Source: an optimization exercise on an open RTL-to-GDS flow (aim: small area). Production flows keep margins and buffers that such runs may drop. The RTL was checked by simulation tests, not by an equivalence proof against the original design.

==> v19 <==
==> flow/design.v <==
`default_nettype none
package cipher_pkg;
   localparam int NW          = 9;
   localparam int NROUNDS     = 31;
   localparam int ROUND_FIRST = 92;
   localparam int ROUND_LAST  = 2;
   localparam int ROUND_STEP  = 3;
   localparam int KEY_W       = 144;
   localparam int NKW         = KEY_W / NW;      
   localparam int NWORDS      = 3 * NROUNDS;     
   typedef enum logic [1:0] {
      ST_IDLE   = 2'd0,
      ST_LOAD   = 2'd1,
      ST_EXPAND = 2'd2,
      ST_DONE   = 2'd3
   } state_t;
   function automatic logic [NW-1:0] rotl9(input logic [NW-1:0] x, input integer n);
      logic [2*NW-1:0] d;
      begin
         d = {x, x} << (n % NW);
         rotl9 = d[2*NW-1 -: NW];
      end
   endfunction
endpackage
`default_nettype wire
`default_nettype none
import cipher_pkg::*;
module key_buf
(
   input  logic          clk,
   input  logic          rst_n,
   input  logic          we,
   input  logic [4:0]    wr_slot,
   input  logic [1:0]    wr_lane,
   input  logic [NW-1:0] wr_word,
   input  logic [4:0]    rd_idx,
   output logic [NW-1:0] rd_key_1,
   output logic [NW-1:0] rd_key_2,
   output logic [NW-1:0] rd_key_3
);
   logic [3*NW-1:0] slots [NROUNDS];
   logic [3*NW-1:0] rd_data;
   genvar s;
   generate
      for (s = 0; s < NROUNDS; s++) begin : g_slot
         logic [3*NW-1:0] q;
         always_ff @(posedge clk or negedge rst_n) begin
            if (!rst_n) begin
               q <= '0;
            end else if (we && (wr_slot == 5'(s))) begin
               case (wr_lane)
                  2'd0:    q[NW-1:0]      <= wr_word;
                  2'd1:    q[2*NW-1:NW]   <= wr_word;
                  2'd2:    q[3*NW-1:2*NW] <= wr_word;
                  default: ;
               endcase
            end
         end
         assign slots[s] = q;
      end
   endgenerate
   always_comb begin
      rd_data = '0;
      if (rd_idx < 5'(NROUNDS))
         rd_data = slots[rd_idx];
   end
   assign rd_key_1 = rd_data[NW-1:0];
   assign rd_key_2 = rd_data[2*NW-1:NW];
   assign rd_key_3 = rd_data[3*NW-1:2*NW];
endmodule
`default_nettype wire
`default_nettype none
import cipher_pkg::*;
module key_sched
(
   input  logic             clk,
   input  logic             rst_n,
   input  logic             key_load,
   input  logic [KEY_W-1:0] key_in,
   input  logic [6:0]       round_no,
   output logic [NW-1:0]    round_key_1,
   output logic [NW-1:0]    round_key_2,
   output logic [NW-1:0]    round_key_3,
   output logic             busy,
   output logic             ready,
   output logic             key_err
);
   cipher_pkg::state_t state;
   cipher_pkg::state_t state_nx;
   logic [NW-1:0] w [NKW];
   logic [6:0]    t;
   logic [4:0]    r;
   logic [1:0]    l;
   logic          step;
   logic [4:0]    rd_idx;
   logic [NW-1:0] buf_k1;
   logic [NW-1:0] buf_k2;
   logic [NW-1:0] buf_k3;
   always_ff @(posedge clk or negedge rst_n) begin
      if (!rst_n)
         state <= ST_IDLE;
      else
         state <= state_nx;
   end
   always_comb begin
      state_nx = state;
      if (key_load) begin
         state_nx = ST_LOAD;
      end else begin
         case (state)
            ST_IDLE:   state_nx = ST_IDLE;
            ST_LOAD:   state_nx = ST_EXPAND;
            ST_EXPAND: if (t == 7'(NWORDS - 1)) state_nx = ST_DONE;
            ST_DONE:   state_nx = ST_DONE;
            default:   state_nx = ST_IDLE;
         endcase
      end
   end
   always_comb begin
      busy  = (state == ST_LOAD) || (state == ST_EXPAND);
      ready = (state == ST_DONE);
      step  = busy && !key_load;
   end
   always_ff @(posedge clk or negedge rst_n) begin
      if (!rst_n) begin
         for (int i = 0; i < NKW; i++)
            w[i] <= '0;
         t <= '0;
         r <= '0;
         l <= '0;
      end else if (key_load) begin
         for (int i = 0; i < NKW; i++)
            w[i] <= key_in[KEY_W-1-NW*i -: NW];
         t <= '0;
         r <= '0;
         l <= '0;
      end else if (step) begin
         for (int i = 0; i < NKW - 1; i++)
            w[i] <= w[i+1];
         w[NKW-1] <= w[0] ^ {w[9][NW-4:0], w[9][NW-1:NW-3]} ^ {2'b00, t};   
         t <= t + 7'd1;
         if (l == 2'd2) begin
            l <= 2'd0;
            r <= r + 5'd1;
         end else begin
            l <= l + 2'd1;
         end
      end
   end
   key_buf u_key_buf (
      .clk      (clk),
      .rst_n    (rst_n),
      .we       (step),
      .wr_slot  (r),
      .wr_lane  (l),
      .wr_word  (w[0]),
      .rd_idx   (rd_idx),
      .rd_key_1 (buf_k1),
      .rd_key_2 (buf_k2),
      .rd_key_3 (buf_k3)
   );
   always_comb begin
      rd_idx  = '0;
      key_err = 1'b0;
      case (round_no)
         7'd2:    rd_idx = 5'd0;
         7'd5:    rd_idx = 5'd1;
         7'd8:    rd_idx = 5'd2;
         7'd11:   rd_idx = 5'd3;
         7'd14:   rd_idx = 5'd4;
         7'd17:   rd_idx = 5'd5;
         7'd20:   rd_idx = 5'd6;
         7'd23:   rd_idx = 5'd7;
         7'd26:   rd_idx = 5'd8;
         7'd29:   rd_idx = 5'd9;
         7'd32:   rd_idx = 5'd10;
         7'd35:   rd_idx = 5'd11;
         7'd38:   rd_idx = 5'd12;
         7'd41:   rd_idx = 5'd13;
         7'd44:   rd_idx = 5'd14;
         7'd47:   rd_idx = 5'd15;
         7'd50:   rd_idx = 5'd16;
         7'd53:   rd_idx = 5'd17;
         7'd56:   rd_idx = 5'd18;
         7'd59:   rd_idx = 5'd19;
         7'd62:   rd_idx = 5'd20;
         7'd65:   rd_idx = 5'd21;
         7'd68:   rd_idx = 5'd22;
         7'd71:   rd_idx = 5'd23;
         7'd74:   rd_idx = 5'd24;
         7'd77:   rd_idx = 5'd25;
         7'd80:   rd_idx = 5'd26;
         7'd83:   rd_idx = 5'd27;
         7'd86:   rd_idx = 5'd28;
         7'd89:   rd_idx = 5'd29;
         7'd92:   rd_idx = 5'd30;
         default: key_err = 1'b1;
      endcase
   end
   always_comb begin
      round_key_1 = key_err ? '0 : buf_k1;
      round_key_2 = key_err ? '0 : buf_k2;
      round_key_3 = key_err ? '0 : buf_k3;
   end
endmodule
`default_nettype wire
==> flow/run.sh <==
#!/bin/bash
# synth_recipe.tcl (not shown) runs the flow's synth.tcl, then flattens the netlist and writes it again
# the make line also repeats each setting of config.mk as NAME=value (left out here)
make -C /OpenROAD-flow-scripts/flow DESIGN_CONFIG=/design/flow/config.mk WORK_HOME=/design/flow/orfs CLKGATE_MAP_FILE= SYNTH_SCRIPT=/design/flow/synth_recipe.tcl finish
==> flow/config.mk <==
export PLATFORM = sky130hd
export DESIGN_NAME = key_sched
export DESIGN_NICKNAME = key_sched
export VERILOG_FILES = /design/flow/design.v
export SDC_FILE = /design/flow/constraint.sdc
export NUM_CORES = 4
export LEC_CHECK = 0
export CAP_MARGIN = 20
export CORE_MARGIN = 2
export CORE_UTILIZATION = 40
export SETUP_SLACK_MARGIN = 0.5
export SLEW_MARGIN = 20
==> flow/constraint.sdc <==
create_clock -name core_clock -period 10.0 [get_ports {clk}]
set_input_delay 2.0000 -clock core_clock [delete_from_list [all_inputs] [get_ports {clk}]]
set_output_delay 2.0000 -clock core_clock [all_outputs]
set_load 0.01 [all_outputs]
==> inputs of v31, as changes to v19 <==
==> flow/design.v (replaced) <==
`default_nettype none
package cipher_pkg;
   localparam int NW          = 9;
   localparam int NROUNDS     = 31;
   localparam int KEY_W       = 144;
   localparam int NKW         = KEY_W / NW;      
   localparam int NWORDS      = 3 * NROUNDS;     
endpackage
`default_nettype wire
`default_nettype none
import cipher_pkg::*;
module key_buf
(
   input  logic               clk,
   input  logic               we,
   input  logic [KEY_W-1:0]   wr_key,
   input  logic [NROUNDS-1:0] rd_sel,
   output logic [NW-1:0]      rd_key_1,
   output logic [NW-1:0]      rd_key_2,
   output logic [NW-1:0]      rd_key_3
);
   logic [KEY_W-1:0] key_q;
   logic [NW-1:0]    w [NWORDS];
   always_ff @(posedge clk) begin
      if (we)
         key_q <= wr_key;
   end
   genvar n;
   generate
      for (n = 0; n < NKW; n++) begin : g_key
         assign w[n] = key_q[KEY_W-1-NW*n -: NW];
      end
      for (n = NKW; n < NWORDS; n++) begin : g_ext
         assign w[n] = w[n-16] ^ {w[n-7][NW-4:0], w[n-7][NW-1:NW-3]} ^ NW'(n - 16);
      end
   endgenerate
   always_comb begin
      rd_key_1 = '0;
      rd_key_2 = '0;
      rd_key_3 = '0;
      for (int k = 0; k < NROUNDS; k++) begin
         rd_key_1 = rd_key_1 | ({NW{rd_sel[k]}} & w[3*k]);
         rd_key_2 = rd_key_2 | ({NW{rd_sel[k]}} & w[3*k+1]);
         rd_key_3 = rd_key_3 | ({NW{rd_sel[k]}} & w[3*k+2]);
      end
   end
endmodule
`default_nettype wire
`default_nettype none
import cipher_pkg::*;
module key_sched
(
   input  logic             clk,
   input  logic             rst_n,
   input  logic             key_load,
   input  logic [KEY_W-1:0] key_in,
   input  logic [6:0]       round_no,
   output logic [NW-1:0]    round_key_1,
   output logic [NW-1:0]    round_key_2,
   output logic [NW-1:0]    round_key_3,
   output logic             busy,
   output logic             ready,
   output logic             key_err
);
   logic [NROUNDS-1:0] sel;
   always_ff @(posedge clk or negedge rst_n) begin
      if (!rst_n) begin
         busy  <= 1'b0;
         ready <= 1'b0;
      end else begin
         busy  <= key_load;
         ready <= !key_load && (busy || ready);
      end
   end
   key_buf u_key_buf (
      .clk      (clk),
      .we       (key_load),
      .wr_key   (key_in),
      .rd_sel   (sel),
      .rd_key_1 (round_key_1),
      .rd_key_2 (round_key_2),
      .rd_key_3 (round_key_3)
   );
   always_comb begin
      for (int k = 0; k < NROUNDS; k++)
         sel[k] = (round_no == 7'(2 + 3 * k));
      key_err = ~|sel;
   end
endmodule
`default_nettype wire
==> impl_metrics.toml <==
[final_layout]
layout.comb_gates.multi_input = 1639

[power_and_ir_drop]
seq_power_share_pct = 21.8

[outcome]
status = "no timing/DRC/antenna violations"

[logic_synthesis]
synth_compound_area_share_pct = 18.1
Source of the figures above: v31

==> impl_metrics.toml <==
[final_layout]
layout.comb_gates.multi_input = 2468
largest_register_ffs = 837

[placement]
gp_congestion = 1.00

[logic_synthesis]
synth_compound_area_share_pct = 10.2

[outcome]
status = "no timing/DRC/antenna violations"
Source of the figures above: v19

what the ideal ports hide:
The results above use ideal ports. As a check the final layouts listed here were re-extracted and re-timed, cells and wires unchanged. Step 1, drivers: a clkbuf_16 drives clk and a buf_2 each remaining input, both assumed. Step 2, shift: input delay + t, output delay - t, t = (earliest + latest rising clock arrival at the registers) / 2. This alone moves slack from input paths to output paths. a / b / c = ideal ports / drivers / drivers and shift; a / b = the first two.
run	shift t [ns]	setup slack, ns	worst slew at a driven data input, ns	cell pins on the clock port's net
v19	0.776	0.582 / 0.554 / 0.554	0.11	1
v31	0.552	1.505 / 1.482 / 1.482	0.06	1
After both steps every run listed still meets setup and hold. The setup slack of v19, which loses most, moves by -0.028 ns with the drivers and by -0.028 ns with both steps.
